From an optimization exercise on the open Yosys and OpenROAD flow, aimed at small area; shortcuts taken in it are not production practice.
The RTL was checked by simulation tests, not by an equivalence proof against the original design.
Power and IR drop assume default switching activity.

<file path="config.mk">
export PLATFORM = sky130hd
export DESIGN_NAME = id_stage_pipe
export DESIGN_NICKNAME = id_stage_pipe
export VERILOG_FILES = /design/flow/design.v
export SDC_FILE = /design/flow/constraint.sdc
export NUM_CORES = 4
export LEC_CHECK = 0
export CAP_MARGIN = 20
export CORE_MARGIN = 2
export CORE_UTILIZATION = 55
export CTS_BUF_LIST = sky130_fd_sc_hd__clkbuf_16
export CTS_CLUSTER_DIAMETER = 80
export CTS_CLUSTER_SIZE = 30
export PLACE_DENSITY = 0.62
export SETUP_SLACK_MARGIN = 0.05
export SLEW_MARGIN = 20
export SYNTH_HIERARCHICAL = 1
</file>
<file path="constraint.sdc">
create_clock -name core_clock -period 9.0 [get_ports {clk}]
set_input_delay 1.8000 -clock core_clock [delete_from_list [all_inputs] [get_ports {clk}]]
set_output_delay 1.8000 -clock core_clock [all_outputs]
set_load 0.01 [all_outputs]
</file>
<file path="design.v">
module id_stage_pipe #(
   parameter int DATA_W      = 32,
   parameter int REG_ADDR_W  = 5,
   parameter int STALL_CNT_W = 16
) (
   input  logic                   clk,
   input  logic                   rst_n,
   input  logic                   if_valid,
   input  logic [31:0]            instruction,
   input  logic [DATA_W-1:0]      pc_4,
   input  logic                   wb_reg_write,
   input  logic [REG_ADDR_W-1:0]  wb_reg,
   input  logic [DATA_W-1:0]      wb_data,
   input  logic                   mem_reg_write,
   input  logic                   mem_mem_read,
   input  logic [REG_ADDR_W-1:0]  mem_reg,
   input  logic [DATA_W-1:0]      mem_alu_result,
   output logic                   pc_write,
   output logic                   ifid_write,
   output logic                   flush,
   output logic                   branch_taken,
   output logic [DATA_W-1:0]      branch_target,
   output logic                   ex_valid,
   output logic                   ex_reg_write,
   output logic                   ex_mem_to_reg,
   output logic                   ex_mem_read,
   output logic                   ex_mem_write,
   output logic                   ex_alu_src,
   output logic                   ex_reg_dst,
   output logic [1:0]             ex_alu_op,
   output logic [REG_ADDR_W-1:0]  ex_reg_rs,
   output logic [REG_ADDR_W-1:0]  ex_reg_rt,
   output logic [REG_ADDR_W-1:0]  ex_reg_rd,
   output logic [DATA_W-1:0]      ex_imm,
   output logic [DATA_W-1:0]      ex_rs_data,
   output logic [DATA_W-1:0]      ex_rt_data,
   output logic [STALL_CNT_W-1:0] stall_count
);
   localparam int NREGS = 1 << REG_ADDR_W;
   localparam logic [5:0] OP_RTYPE = 6'h00, OP_LW = 6'h23, OP_SW = 6'h2B,
                          OP_ADDI  = 6'h08, OP_BEQ = 6'h04, OP_J = 6'h02;
   localparam bit FWD = 1'b1;
   logic [5:0]            opcode;
   logic [REG_ADDR_W-1:0] rs, rt, rd, exDst, rsA, rtA;
   logic                  isR, isLw, isSw, isAddi, isBeq, isJ, rtUsed;
   logic [DATA_W-1:0]     rsData, rtData, beqTarget, jTarget;
   logic                  rsMemHit, rtMemHit, rsStall, rtStall, rsFwd, rtFwd;
   logic                  loadUse, stall, load, take;
   assign opcode = instruction[31:26];
   assign rs     = REG_ADDR_W'(instruction[25:21]);
   assign rt     = REG_ADDR_W'(instruction[20:16]);
   assign rd     = REG_ADDR_W'(instruction[15:11]);
   assign isR    = (opcode == OP_RTYPE);
   assign isLw   = (opcode == OP_LW);
   assign isSw   = (opcode == OP_SW);
   assign isAddi = (opcode == OP_ADDI);
   assign isBeq  = (opcode == OP_BEQ);
   assign isJ    = (opcode == OP_J);
   assign rtUsed = isR || isSw || isBeq;
   logic [DATA_W-1:0] rf [1:NREGS-1];
   logic [NREGS-1:1]  written, we, vq, rsSel, rtSel;
   logic              rsWb, rtWb, phase, rsNone, rtNone;
   logic [DATA_W-1:0] wbX, rsRaw, rtRaw;
   always_ff @(posedge clk or negedge rst_n) begin
      if (!rst_n) phase <= 1'b0;
      else        phase <= !phase;
   end
   assign wbX = wb_data ^ {DATA_W{phase}};
   for (genvar i = 1; i < NREGS; i++) begin : g_rf
      logic [DATA_W-1:0] nxt;
      assign we[i] = wb_reg_write && wb_reg == REG_ADDR_W'(i);
      assign vq[i] = written[i] && !we[i];
      for (genvar b = 0; b < DATA_W; b++) begin : g_bit
         id_stage_rf_next u_n (.we(we[i]), .wen(!we[i]), .q(rf[i][b]), .wbx(wbX[b]), .d(nxt[b]));
      end
      always_ff @(posedge clk) begin
         rf[i] <= nxt;
      end
      always_ff @(posedge clk or negedge rst_n) begin
         if (!rst_n)     written[i] <= 1'b0;
         else if (we[i]) written[i] <= 1'b1;
      end
   end
   assign rsA  = rs;
   assign rtA  = rt;
   assign rsWb = wb_reg_write && wb_reg == rsA && rsA != '0;
   assign rtWb = wb_reg_write && wb_reg == rtA && rtA != '0;
   logic [3:0] rsP2, rtP2;
   logic [7:0] rsP3, rtP3;
   for (genvar k = 0; k < 4; k++) begin : g_p2
      assign rsP2[k] = rsA[4:3] == 2'(k);
      assign rtP2[k] = rtA[4:3] == 2'(k);
   end
   for (genvar k = 0; k < 8; k++) begin : g_p3
      assign rsP3[k] = rsA[2:0] == 3'(k);
      assign rtP3[k] = rtA[2:0] == 3'(k);
   end
   for (genvar i = 1; i < NREGS; i++) begin : g_sel
      id_stage_and3 u_s (.a(rsP2[i/8]), .b(rsP3[i%8]), .c(vq[i]), .y(rsSel[i]));
      id_stage_and3 u_t (.a(rtP2[i/8]), .b(rtP3[i%8]), .c(vq[i]), .y(rtSel[i]));
   end
   assign rsNone = !(rsWb || (|rsSel));
   assign rtNone = !(rtWb || (|rtSel));
   assign rsData = rsRaw ^ {DATA_W{load && phase}};
   assign rtData = rtRaw ^ {DATA_W{load && phase}};
   for (genvar b = 0; b < DATA_W; b++) begin : g_rd
      logic [NREGS:0] col;
      assign col[NREGS] = phase;
      assign col[0] = wbX[b];
      for (genvar i = 1; i < NREGS; i++) begin : g_col
         assign col[i] = rf[i][b];
      end
      id_stage_rd_bit u_rs (.d(col), .s({rsNone, rsSel, rsWb}), .en(load), .o(rsRaw[b]));
      id_stage_rd_bit u_rt (.d(col), .s({rtNone, rtSel, rtWb}), .en(load), .o(rtRaw[b]));
   end
   assign exDst    = ex_reg_dst ? ex_reg_rd : ex_reg_rt;
   assign loadUse  = ex_valid && ex_mem_read && ex_reg_rt != '0 &&
                     (ex_reg_rt == rs || (rtUsed && ex_reg_rt == rt));
   assign rsMemHit = mem_reg_write && rs == mem_reg;
   assign rtMemHit = mem_reg_write && rt == mem_reg;
   assign rsStall  = rs != '0 && ((ex_valid && ex_reg_write && rs == exDst) ||
                                  (rsMemHit && (mem_mem_read || !FWD)));
   assign rtStall  = rt != '0 && ((ex_valid && ex_reg_write && rt == exDst) ||
                                  (rtMemHit && (mem_mem_read || !FWD)));
   assign rsFwd    = FWD && rs != '0 && rsMemHit && !mem_mem_read;
   assign rtFwd    = FWD && rt != '0 && rtMemHit && !mem_mem_read;
   assign stall = rst_n && if_valid && (loadUse || (isBeq && (rsStall || rtStall)));
   assign load  = if_valid && !stall;
   logic [DATA_W-1:0] cmpEq, memX;
   assign memX = mem_alu_result ^ {DATA_W{phase}};
   for (genvar b = 0; b < DATA_W; b++) begin : g_cmp
      id_stage_cmp_bit u_c (.a(rsRaw[b]), .b(rtRaw[b]), .m(memX[b]), .fa(rsFwd), .fb(rtFwd),
                            .e(cmpEq[b]));
   end
   assign take  = rst_n && load && (isJ || (isBeq && &cmpEq));
   id_stage_bt_add u_bt (.p(pc_4[31:2]), .b(instruction[15:0]), .s(beqTarget[31:2]));
   assign beqTarget[1:0] = pc_4[1:0];
   assign jTarget       = {pc_4[DATA_W-1:28], instruction[25:0], 2'b00};
   assign pc_write      = !stall;
   assign ifid_write    = !stall;
   assign branch_taken  = take;
   assign flush         = take;
   assign branch_target = isJ ? jTarget : beqTarget;
   logic        vR, vRw, vLw, vSw, vAs, vBeq;
   logic [4:0]  vRs, vRt;
   logic [15:0] vImm;
   logic [DATA_W-1:0] vRsD, vRtD;
   always_ff @(posedge clk or negedge rst_n) begin
      if (!rst_n) begin
         ex_valid    <= 1'b0;
         vR <= 1'b0; vRw <= 1'b0; vLw <= 1'b0; vSw <= 1'b0; vAs <= 1'b0; vBeq <= 1'b0;
         vRs <= '0; vRt <= '0; vImm <= '0;
         vRsD <= '0; vRtD <= '0;
         stall_count <= '0;
      end else begin
         ex_valid <= load;
         vR   <= load && isR;
         vRw  <= load && (isR || isLw || isAddi);
         vLw  <= load && isLw;
         vSw  <= load && isSw;
         vAs  <= load && (isLw || isSw || isAddi);
         vBeq <= load && isBeq;
         vRs  <= load ? rs : '0;
         vRt  <= load ? rt : '0;
         vImm <= load ? instruction[15:0] : '0;
         vRsD <= rsData;
         vRtD <= rtData;
         if (stall && stall_count != '1) stall_count <= stall_count + STALL_CNT_W'(1);
      end
   end
   assign ex_reg_write  = vRw;
   assign ex_mem_to_reg = vLw;
   assign ex_mem_read   = vLw;
   assign ex_mem_write  = vSw;
   assign ex_alu_src    = vAs;
   assign ex_reg_dst    = vR;
   assign ex_alu_op     = {vR, vBeq};
   assign ex_reg_rs     = vRs;
   assign ex_reg_rt     = vRt;
   assign ex_reg_rd     = vImm[15:11];
   assign ex_imm        = {{(DATA_W-16){vImm[15]}}, vImm};
   assign ex_rs_data    = vRsD;
   assign ex_rt_data    = vRtD;
endmodule
module id_stage_rd_bit (
   input  logic [32:0] d,
   input  logic [32:0] s,
   input  logic        en,
   output logic        o
);
   logic [10:0] y;
   for (genvar g = 0; g < 11; g++) begin : g_ao
      id_stage_aoi222 u_g (.d(d[3*g +: 3]), .s(s[3*g +: 3]), .y(y[g]));
   end
   assign o = en && !(&y);
endmodule
module id_stage_aoi222 (
   input  logic [2:0] d,
   input  logic [2:0] s,
   output logic       y
);
   assign y = ~|(d & s);
endmodule
module id_stage_rf_next (
   input  logic we,
   input  logic wen,
   input  logic q,
   input  logic wbx,
   output logic d
);
   assign d = ~((we | q) & (wen | wbx));
endmodule
module id_stage_cmp_bit (
   input  logic a,
   input  logic b,
   input  logic m,
   input  logic fa,
   input  logic fb,
   output logic e
);
   logic na, nb;
   id_stage_mux2i u_a (.a(a), .b(m), .s(fa), .y(na));
   id_stage_mux2i u_b (.a(b), .b(m), .s(fb), .y(nb));
   id_stage_xnor2 u_e (.a(na), .b(nb), .y(e));
endmodule
module id_stage_mux2i (
   input  logic a,
   input  logic b,
   input  logic s,
   output logic y
);
   assign y = !(s ? b : a);
endmodule
module id_stage_xnor2 (
   input  logic a,
   input  logic b,
   output logic y
);
   assign y = !(a ^ b);
endmodule
module id_stage_ha (
   input  logic a,
   input  logic b,
   output logic s,
   output logic co
);
   assign {co, s} = a + b;
endmodule
module id_stage_fa (
   input  logic a,
   input  logic b,
   input  logic ci,
   output logic s,
   output logic co
);
   assign {co, s} = a + b + ci;
endmodule
module id_stage_bt_add (
   input  logic [29:0] p,
   input  logic [15:0] b,
   output logic [29:0] s
);
   logic [4:0] c;
   id_stage_add4 u_a0 (.a(p[3:0]), .b(b[3:0]), .s(s[3:0]), .co(c[1]));
   for (genvar k = 1; k < 4; k++) begin : g_blk
      id_stage_add4c u_a (.a(p[4*k +: 4]), .b(b[4*k +: 4]), .ci(c[k]), .s(s[4*k +: 4]), .co(c[k+1]));
   end
   id_stage_hi14 u_h (.p(p[29:16]), .sg(b[15]), .ci(c[4]), .s(s[29:16]));
endmodule
module id_stage_add4 (
   input  logic [3:0] a,
   input  logic [3:0] b,
   output logic [3:0] s,
   output logic       co
);
   logic [4:1] r;
   id_stage_ha u_0 (.a(a[0]), .b(b[0]), .s(s[0]), .co(r[1]));
   for (genvar i = 1; i < 4; i++) begin : g_fa
      id_stage_fa u_f (.a(a[i]), .b(b[i]), .ci(r[i]), .s(s[i]), .co(r[i+1]));
   end
   assign co = r[4];
endmodule
module id_stage_add4c (
   input  logic [3:0] a,
   input  logic [3:0] b,
   input  logic       ci,
   output logic [3:0] s,
   output logic       co
);
   logic [3:0] u;
   logic       g;
   logic [4:1] q;
   id_stage_add4 u_r (.a(a), .b(b), .s(u), .co(g));
   assign q[1] = u[0];
   for (genvar i = 2; i < 5; i++) begin : g_q
      assign q[i] = q[i-1] & u[i-1];
   end
   assign s[0] = u[0] ^ ci;
   for (genvar i = 1; i < 4; i++) begin : g_s
      assign s[i] = u[i] ^ (ci & q[i]);
   end
   assign co = g | (ci & q[4]);
endmodule
module id_stage_hi14 (
   input  logic [13:0] p,
   input  logic        sg,
   input  logic        ci,
   output logic [13:0] s
);
   logic [13:0] ones, zeros;
   logic        inc, dec;
   assign ones[0]  = 1'b1;
   assign zeros[0] = 1'b1;
   for (genvar i = 1; i < 14; i++) begin : g_pre
      assign ones[i]  = ones[i-1] & p[i-1];
      assign zeros[i] = zeros[i-1] & !p[i-1];
   end
   assign inc = ci & !sg;
   assign dec = sg & !ci;
   assign s   = p ^ (({14{inc}} & ones) | ({14{dec}} & zeros));
endmodule
module id_stage_and3 (
   input  logic a,
   input  logic b,
   input  logic c,
   output logic y
);
   assign y = a & b & c;
endmodule
</file>
<file path="run.sh">
#!/bin/bash
# synth_recipe.tcl (not shown) runs the flow's synth.tcl, then flattens the netlist and writes it again
# the make line also repeats each setting of config.mk as NAME=value (left out here)
make -C /OpenROAD-flow-scripts/flow DESIGN_CONFIG=/design/flow/config.mk WORK_HOME=/design/flow/orfs CLKGATE_MAP_FILE= SYNTH_SCRIPT=/design/flow/synth_recipe.tcl finish
</file>
==> impl_metrics.xml, run 1 <==
<?xml version="1.0" encoding="UTF-8"?>
<metrics>
  <group name="timing">
    <metric name="grt_setup_unrepaired" unit="">yes</metric>
    <metric name="fin_crit" unit="ns">9.01</metric>
    <metric name="timing.final.hold_violations" unit="">0</metric>
    <metric name="layout_setup_ws" unit="ns">-0.00746</metric>
    <metric name="final-max-slew-violation-count" unit="">0</metric>
    <metric name="slew-limit-headroom" unit="%">22.4</metric>
    <metric name="max_slew.worst_pin.slew" unit="ns">1.16</metric>
    <metric name="timing.final.setup_violations" unit="">2</metric>
    <metric name="skew" unit="ns">0.0437</metric>
    <metric name="fmax" unit="MHz">111</metric>
    <metric name="post-route-period-util" unit="%">100</metric>
  </group>
  <group name="global_routing">
    <metric name="grt_use_total" unit="%">48.9</metric>
    <metric name="pin_count_of_the_biggest_net_entering_global_routing" unit="">64</metric>
    <metric name="number_of_antenna_violations_at_the_first_check_in_global_routing" unit="">15</metric>
    <metric name="grt_first_pass_wirelength" unit="um">306000</metric>
    <metric name="overflow" unit="">0</metric>
    <metric name="first_global_vias" unit="">44200</metric>
  </group>
  <group name="yosys">
    <metric name="ys_types" unit="">56</metric>
    <metric name="synth_warnings" unit="">9</metric>
    <metric name="syn_nets" unit="">4119</metric>
    <metric name="syn-cell-area" unit="um2">45100</metric>
    <metric name="postSynthAreaPerCell" unit="um2">11.4</metric>
    <metric name="synth_seq_cells" unit="">1137</metric>
    <metric name="synthDominantAreaCellType" unit="">dfxtp_1</metric>
    <metric name="part_of_the_yosys_area_used_for_sequential_elements" unit="%">52.0</metric>
    <metric name="netlist_instances" unit="">3953</metric>
    <metric name="synth_top_area_share" unit="%">44.0</metric>
    <metric name="top_area_cells_in_the_synthesized_netlist" unit="">dfxtp_1, a222oi_1, o22ai_1</metric>
    <metric name="synth_enable_flop_cells" unit="">0</metric>
    <metric name="postSynth.asyncResetShare" unit="%">12.8</metric>
    <metric name="ys.flop_type" unit="">dfxtp_1</metric>
  </group>
  <group name="placed_design">
    <metric name="finalWeightedCongestion" unit="">0.990</metric>
    <metric name="buffer_ports.inserted" unit="">315</metric>
    <metric name="dp_slack" unit="ns">-0.276</metric>
    <metric name="dp.final_hpwl" unit="um">128000</metric>
    <metric name="place_area" unit="um2">52100</metric>
  </group>
  <group name="run_status">
    <metric name="status" unit="">finished with violations</metric>
    <metric name="so_faults" unit="">setup timing</metric>
  </group>
  <group name="floorplan">
    <metric name="design.die.area" unit="um2">84400</metric>
    <metric name="std_cell_rows" unit="">105</metric>
    <metric name="floorplan.core_area" unit="um2">81700</metric>
    <metric name="start_util" unit="%">55.2</metric>
    <metric name="height_of_the_chip" unit="um">290</metric>
    <metric name="die_w" unit="um">290</metric>
    <metric name="io_pins" unit="">316</metric>
  </group>
  <group name="min_path">
    <metric name="min_path_type" unit="">flop to flop</metric>
    <metric name="timing.hold.worst.start" unit="">written[23]</metric>
  </group>
  <group name="drt">
    <metric name="drt-vias-per-instance" unit="">8.36</metric>
    <metric name="drt-total-wl" unit="um">219000</metric>
    <metric name="detailedRoute.firstIterationViolations" unit="">11000</metric>
    <metric name="drc_violations_left" unit="">0</metric>
    <metric name="final_antenna_net_count" unit="">0</metric>
    <metric name="drt_pre_antenna_iters" unit="">17</metric>
    <metric name="avgRoutedWirePerCell" unit="um">38.8</metric>
    <metric name="detailroute.via_count" unit="">47200</metric>
  </group>
  <group name="run">
    <metric name="maxCapViolCount" unit="">0</metric>
  </group>
  <group name="worst_setup_path">
    <metric name="critPathMaxFanout" unit="">32</metric>
    <metric name="data_arrival_at_the_endpoint_of_the_critical_path" unit="ns">7.21</metric>
    <metric name="worst_path_class_setup" unit="">primary input to output port</metric>
    <metric name="critPathLaunchType" unit="">primary input</metric>
    <metric name="crit_start" unit="">wb_reg[2]</metric>
    <metric name="worstPathRequired" unit="ns">7.20</metric>
    <metric name="cp-end-kind" unit="">output port</metric>
    <metric name="regToRegStartpoint" unit="">vRt[0]</metric>
  </group>
  <group name="clock_network">
    <metric name="max-clock-path-buffers" unit="">3</metric>
    <metric name="cts_hold_repair.buffers" unit="">0</metric>
    <metric name="clock_latency" unit="ns">0.68</metric>
    <metric name="cts_num_sinks" unit="">1137</metric>
    <metric name="tritoncts" unit="">built</metric>
    <metric name="cts_htree_levels" unit="">2</metric>
    <metric name="root_cell_of_the_clock_tree" unit="">clkbuf_16</metric>
    <metric name="number_of_clock_buffers_inserted_by_tritoncts" unit="">49</metric>
    <metric name="clk_transition_reported_paths" unit="ns">0.11</metric>
  </group>
  <group name="layout">
    <metric name="final.fill_count" unit="">6644</metric>
    <metric name="stdcell_area" unit="um2">54100</metric>
    <metric name="area_delta_synth_final" unit="%">19.9</metric>
    <metric name="num-nets-final" unit="">4698</metric>
    <metric name="final_core_util" unit="%">66.2</metric>
    <metric name="drive_above_1_share" unit="%">12.6</metric>
  </group>
  <group name="power">
    <metric name="cellLeakagePower" unit="nW">19.7</metric>
    <metric name="worst_ir_drop_vdd" unit="V">0.000195</metric>
    <metric name="p_per_area" unit="nW/um2">227</metric>
  </group>
</metrics>
worst paths after layout:
kind                                    end  slack [ns]  cells past startpoint
worst max-delay path                  flush      -0.007                     23
worst min-delay path            written[23]        0.47                      1
worst max register to register     vRtD[25]        4.73                     10
worst min register to register  written[23]        0.47                      1
max in group asynchronous             phase        6.63                      2
min in group asynchronous           vRtD[4]        1.06                      1
critical path, cell delays in order:
cell             delay, ns
clkdlybuf4s50_1       0.47
buf_6                 0.16
buf_12                0.13
nor3_4                0.21
buf_6                 0.15
nand2_4               0.05
and2_1                0.16
and3_1                0.21
buf_4                 0.33
a222oi_1              0.42
nand4_1               0.59
o31a_1                0.55
mux2i_1               0.21
xnor2_1               0.14
nand4_1               0.20
nor4_2                0.38
buf_4                 0.17
nand2_2               0.09
buf_12                0.18
o21ai_1               0.11
nand4_1               0.11
nor2_2                0.20
clkbuf_2              0.16
per-module statistics from Yosys, one instance, submodules excluded, a selection:
module	cells	flops+latches	area, um2	copies in the design
id_stage_add4c	7	0	72.6	3
id_stage_and3	1	0	6.26	62
id_stage_aoi222	1	0	10.0	704
id_stage_fa	1	0	20.0	12
id_stage_ha	1	0	12.5	4
id_stage_hi14	57	0	425	1
id_stage_mux2i	1	0	10.0	64
id_stage_pipe	1749	1137	28000	1
id_stage_rd_bit	4	0	26.3	64
id_stage_rf_next	1	0	6.26	992
id_stage_xnor2	1	0	8.76	32
per-stage QoR:
step	instances	hold slack, ns	power, mW	TNS [ns]
after CTS	5618	0.471	12.1	0
after detailed placement	5531	0.445	9.35	-0.549
final	5641	0.472	12.3	-0.0117
after floorplan	3953	0.425	8.32	-0.130
after global placement	5531	0.442	9.24	-0.728
after global routing	5634	0.484	12.6	-0.0882
cells in the mapped netlist (all sizes together) (10+ instances only):
cell,instances
dfxtp,992
o22ai,992
a222oi,704
xor2,169
nand4,161
dfrtp,145
nand3,77
and3,70
mux2i,70
xnor2,67
o31a,64
and2,55
buf,47
inv,36
nand2,34
mux2,33
nor2,32
nor4,29
clkbuf,26
nor2b,24
nand2b,23
nor3,21
fa,12
or2,12
ha,10
cell families after synthesis:
| kind of cell | count (synthesis) | synth area share (%) |
|---|---|---|
| compound gates | 1781 | 31.0 |
| xor+xnor | 236 | 4.96 |
| fa+ha+maj | 22 | 0.809 |
| buf+inv | 109 | 1.36 |
| flops | 1137 | 52.0 |
| mux | 103 | 2.38 |
| simple gates | 565 | 7.50 |
power breakdown:
part	internal, mW	switching [mW]
Combinational	1.18	1.22
Clock	1.07	1.76
Sequential	6.20	0.850
sequential cells by signal, indices dropped and copies added, names as in the netlist, 5 cells and up:
register / cells
vImm: 16
vRt: 5
vRs: 5
vRsD: 32
rf: 992
written: 31
stall_count: 16
vRtD: 32
layout make-up:
class,instances,area [um2],share of cell area (%)
flip-flops and latches,1137,23500,43.4
multi-input cells,2707,21900,40.4
repair buffers,601,5740,10.6
well taps,1070,1340,2.47
clock buffers,50,1250,2.31
clock inverters,30,268,0.495
inverters,36,135,0.250
diodes,10,25.0,0.0462
layer usage:
layer | wire length [um] | global-route usage [%] | part of all wire, % | vias up
met1 | 76000 | 61.8 | 35 | 22700
li1 | - | - | - | 18800
met5 | 100 | 0.340 | 0.046 | -
met3 | 40400 | 23.3 | 18 | 1076
met4 | 17100 | 30.5 | 7.8 | 12
met2 | 85500 | 66.9 | 39 | 4574
cell usage in the layout, fill, tap and decap left out, types with 15 or more instances in the layout:
master	synthesis	final
nor3_1	21	16
nand2_1	34	18
xnor2_1	67	66
dfxtp_1	992	992
inv_1	36	27
and2_1	55	52
clkdlybuf4s50_1	0	305
nor2b_1	24	16
mux2_2	33	33
buf_12	2	25
nor4_1	26	15
nor2_1	30	16
nand3_1	77	75
o22ai_1	992	992
dfrtp_1	145	144
nand2b_1	23	23
xor2_2	23	47
and3_1	67	42
a222oi_1	704	704
clkbuf_16	0	54
o31a_1	64	64
mux2i_1	70	70
xor2_1	146	114
nand4_1	159	159
buf_4	26	249
what timing repair did:
item,CTS,global route
endpoints found under the setup margin,2,10
gates resized for setup,23,44
cloned,1,4
pin swaps,9,14
buffers inserted,6,9
==> run 2: changes to the inputs <==
--- a/config.mk
+++ b/config.mk
@@ -9,7 +9,7 @@
 export CORE_MARGIN = 2
-export CORE_UTILIZATION = 55
+export CORE_UTILIZATION = 45
 export CTS_BUF_LIST = sky130_fd_sc_hd__clkbuf_16
-export CTS_CLUSTER_DIAMETER = 80
-export CTS_CLUSTER_SIZE = 30
-export PLACE_DENSITY = 0.62
+export CTS_CLUSTER_DIAMETER = 70
+export CTS_CLUSTER_SIZE = 22
+export PLACE_DENSITY = 0.55
 export SETUP_SLACK_MARGIN = 0.05
==> impl_metrics.xml, run 2 <==
<?xml version="1.0" encoding="UTF-8"?>
<metrics>
  <group name="run_status">
    <metric name="status" unit="">no timing/DRC/antenna violations</metric>
  </group>
  <group name="clock_network">
    <metric name="clock_latency" unit="ns">0.71</metric>
    <metric name="cts_htree_levels" unit="">3</metric>
    <metric name="cts_num_sinks" unit="">1137</metric>
    <metric name="number_of_clock_buffers_inserted_by_tritoncts" unit="">76</metric>
    <metric name="max-clock-path-buffers" unit="">3</metric>
    <metric name="tritoncts" unit="">built</metric>
    <metric name="clk_transition_reported_paths" unit="ns">0.08</metric>
    <metric name="root_cell_of_the_clock_tree" unit="">clkbuf_16</metric>
  </group>
  <group name="global_routing">
    <metric name="pin_count_of_the_biggest_net_entering_global_routing" unit="">75</metric>
    <metric name="first_global_vias" unit="">43800</metric>
    <metric name="overflow" unit="">0</metric>
    <metric name="grt_use_total" unit="%">42.6</metric>
    <metric name="number_of_antenna_violations_at_the_first_check_in_global_routing" unit="">15</metric>
    <metric name="grt_first_pass_wirelength" unit="um">319000</metric>
  </group>
  <group name="yosys">
    <metric name="synth_top_area_share" unit="%">44.0</metric>
    <metric name="postSynthAreaPerCell" unit="um2">11.4</metric>
    <metric name="part_of_the_yosys_area_used_for_sequential_elements" unit="%">52.0</metric>
    <metric name="syn_nets" unit="">4119</metric>
    <metric name="top_area_cells_in_the_synthesized_netlist" unit="">dfxtp_1, a222oi_1, o22ai_1</metric>
    <metric name="synth_warnings" unit="">9</metric>
    <metric name="synth_seq_cells" unit="">1137</metric>
    <metric name="ys.flop_type" unit="">dfxtp_1</metric>
    <metric name="ys_types" unit="">56</metric>
    <metric name="netlist_instances" unit="">3953</metric>
    <metric name="synth.cells.most_frequent" unit="">dfxtp_1, o22ai_1, a222oi_1</metric>
    <metric name="syn-cell-area" unit="um2">45100</metric>
    <metric name="synth_enable_flop_cells" unit="">0</metric>
    <metric name="postSynth.asyncResetShare" unit="%">12.8</metric>
    <metric name="synthDominantAreaCellType" unit="">dfxtp_1</metric>
  </group>
  <group name="floorplan">
    <metric name="die_w" unit="um">321</metric>
    <metric name="height_of_the_chip" unit="um">321</metric>
    <metric name="std_cell_rows" unit="">116</metric>
    <metric name="start_util" unit="%">45.3</metric>
    <metric name="io_pins" unit="">316</metric>
    <metric name="floorplan.core_area" unit="um2">99700</metric>
    <metric name="design.die.area" unit="um2">103000</metric>
  </group>
  <group name="layout">
    <metric name="number_of_flip_flops_in_the_largest_register" unit="">992</metric>
    <metric name="layout_common_cells" unit="">o22ai_1, dfxtp_1, a222oi_1, buf_4, clkdlybuf4s50_1</metric>
    <metric name="largest-register" unit="">rf</metric>
    <metric name="multiInputGateArea" unit="um2">22300</metric>
    <metric name="drive_above_1_share" unit="%">14.9</metric>
    <metric name="sequential_cell_area" unit="um2">23500</metric>
    <metric name="area_delta_synth_final" unit="%">24.6</metric>
    <metric name="final.fill_count" unit="">8706</metric>
    <metric name="num-nets-final" unit="">4779</metric>
    <metric name="largest_regs" unit="">rf: 992 flops, vRsD: 32 flops, vRtD: 32 flops</metric>
  </group>
  <group name="drt">
    <metric name="drt-total-wl" unit="um">230000</metric>
    <metric name="drt-vias-per-instance" unit="">7.84</metric>
    <metric name="avgRoutedWirePerCell" unit="um">38.5</metric>
    <metric name="detailroute.via_count" unit="">46800</metric>
    <metric name="drt_pre_antenna_iters" unit="">15</metric>
    <metric name="drc_violations_left" unit="">0</metric>
    <metric name="final_antenna_net_count" unit="">0</metric>
    <metric name="detailedRoute.firstIterationViolations" unit="">9685</metric>
  </group>
  <group name="timing">
    <metric name="max_slew.worst_pin.slew" unit="ns">1.12</metric>
    <metric name="fin_crit" unit="ns">8.78</metric>
    <metric name="post-route-period-util" unit="%">97.5</metric>
    <metric name="timing.final.hold_violations" unit="">0</metric>
    <metric name="final-max-slew-violation-count" unit="">0</metric>
    <metric name="slew-limit-headroom" unit="%">25.3</metric>
    <metric name="skew" unit="ns">0.0466</metric>
    <metric name="grt_setup_unrepaired" unit="">no</metric>
    <metric name="worst_hold_margin" unit="ns">0.464</metric>
    <metric name="timing.final.setup_violations" unit="">0</metric>
    <metric name="final.setup.tns" unit="ns">0</metric>
    <metric name="fmax" unit="MHz">114</metric>
  </group>
  <group name="min_path">
    <metric name="min_path_type" unit="">flop to flop</metric>
  </group>
  <group name="placed_design">
    <metric name="dp.final_hpwl" unit="um">138000</metric>
    <metric name="buffer_ports.inserted" unit="">315</metric>
    <metric name="finalWeightedCongestion" unit="">0.923</metric>
  </group>
  <group name="power">
    <metric name="p_per_area" unit="nW/um2">236</metric>
    <metric name="cellLeakagePower" unit="nW">20.6</metric>
    <metric name="worst_ir_drop_vdd" unit="V">0.000156</metric>
  </group>
  <group name="worst_setup_path">
    <metric name="data_arrival_at_the_endpoint_of_the_critical_path" unit="ns">6.98</metric>
    <metric name="critPathLaunchType" unit="">primary input</metric>
    <metric name="critPathMaxFanout" unit="">32</metric>
    <metric name="worstPathRequired" unit="ns">7.20</metric>
    <metric name="worst_path_class_setup" unit="">primary input to output port</metric>
    <metric name="cp-end-kind" unit="">output port</metric>
  </group>
  <group name="run">
    <metric name="maxCapViolCount" unit="">0</metric>
  </group>
</metrics>
## run 2: final timing paths
check / startpoint / to / slack [ns] / cells after the start
max: wb_reg[2] / branch_taken / 0.22 / 22
min: written[24] / written[24] / 0.46 / 1
max reg2reg: vRt[0] / vRsD[14] / 4.78 / 11
min reg2reg: written[24] / written[24] / 0.46 / 1
max in group asynchronous: rst_n / phase / 6.75 / 2
min in group asynchronous: rst_n / vRsD[20] / 1.01 / 1
## run 2: repair_timing
action                     CTS  global route
pin swaps                   17            24
setup endpoints to repair    2             7
buffers inserted            14            17
resized for setup           52            32
hold buffers                 0             0
cloned                       5             1
## run 2: power by group
group / internal, mW / leakage, nW / switching, mW
clock network: 1.71 / 1.25 / 2.07
registers: 6.20 / 10.4 / 0.843
logic: 1.23 / 8.98 / 1.23
total: 9.14 / 20.6 / 4.14
## run 2: modules after synthesis, one instance, submodules excluded, a selection
module            flops+latches  area [um2]
id_stage_mux2i                0        10.0
id_stage_xnor2                0        8.76
id_stage_rf_next              0        6.26
id_stage_rd_bit               0        26.3
id_stage_add4c                0        72.6
id_stage_aoi222               0        10.0
id_stage_ha                   0        12.5
id_stage_fa                   0        20.0
id_stage_pipe              1137       28000
id_stage_hi14                 0         425
## run 2: final cells by class
class,count,area share [%]
Inverter,36,0.240
Tap cell,1298,2.89
Multi-Input combinational cell,2709,39.6
Timing Repair Buffer,653,11.0
Antenna cell,9,0.0401
Clock inverter,47,0.986
Clock buffer,78,3.47
Sequential cell,1137,41.8
## run 2: stage by stage
stage	std cells	worst slack, ns	instance area [um2]	util [%]	power, mW
2_1_floorplan	3953	-0.130	45500	-	8.32
3_3_place_gp	5796	-0.640	53000	53.2	9.32
3_5_place_dp	5796	-0.619	53000	53.2	9.40
4_1_cts	5940	0.0780	56000	56.1	13.2
5_1_grt	5963	0.0717	56200	56.4	13.7
6_report	5967	0.223	56200	56.4	13.3
## run 2: kinds of logic (layout without fill, tap and decap cells)
family | Yosys count | count (layout) | synth area share (%)
AO/OA/AOI/OAI | 1781 | 1781 | 31.0
flip-flops | 1137 | 1137 | 52.0
AND/OR/NAND/NOR | 565 | 567 | 7.50
XOR/XNOR | 236 | 236 | 4.96
buffers and inverters | 109 | 814 | 1.36
multiplexers | 103 | 103 | 2.38
adder cells (fa/ha/maj) | 22 | 22 | 0.809
other | 0 | 9 | 0
## run 2: per-layer routing
metal / vias to the layer above / GRT usage (%) / wire, um / part of all wire [%]
met5: - / 0.284 / 15 / 0.0065
met4: 2 / 25.6 / 16200 / 7.0
li1: 19000 / - / - / -
met2: 3779 / 59.8 / 93400 / 41
met3: 847 / 16.0 / 34300 / 15
met1: 23200 / 55.4 / 85600 / 37
## run 2: worst max-delay path, cell delays in order
cell and delay [ns]:
dlygate4sd2_1 0.35, nor2b_2 0.25, and2_2 0.26, nand2_2 0.07, and2_1 0.17, and3_1 0.20
buf_4 0.29, a222oi_1 0.41, nand4_1 0.46, o31a_1 0.41, mux2i_1 0.17, xnor2_1 0.17
nand4_1 0.30, nor4_4 0.44, buf_4 0.17, nand2_2 0.09, buf_12 0.17, o21ai_1 0.11
nand4_1 0.14, nor2_4 0.19, buf_4 0.13, dlymetal6s2s_1 0.15

==> static timing again, ports no longer ideal <==
How much do the figures lean on ideal ports? The routed layouts below were timed once more, with nothing changed but the port constraints. Step 1 assumes that a clkbuf_16 drives the clock port and a buf_2 every other input. Step 2 times the ports against the registers' clock, not the clock port: input delays grow and output delays shrink by t, the midpoint of the rising clock arrivals with the driver on. Slacks: ideal / step 1 / step 2; pairs: ideal / step 1.
| run | shift t [ns] | slack for setup (ns) | cell pins on the clock port's net |
|---|---|---|---|
| run 1 | 0.743 | -0.007 / -0.029 / -0.029 | 1 |
| run 2 | 0.764 | 0.223 / 0.159 / 0.159 | 1 |
For run 2, which loses most, drivers alone change the setup slack by -0.064 ns; drivers and shift together by -0.064 ns.
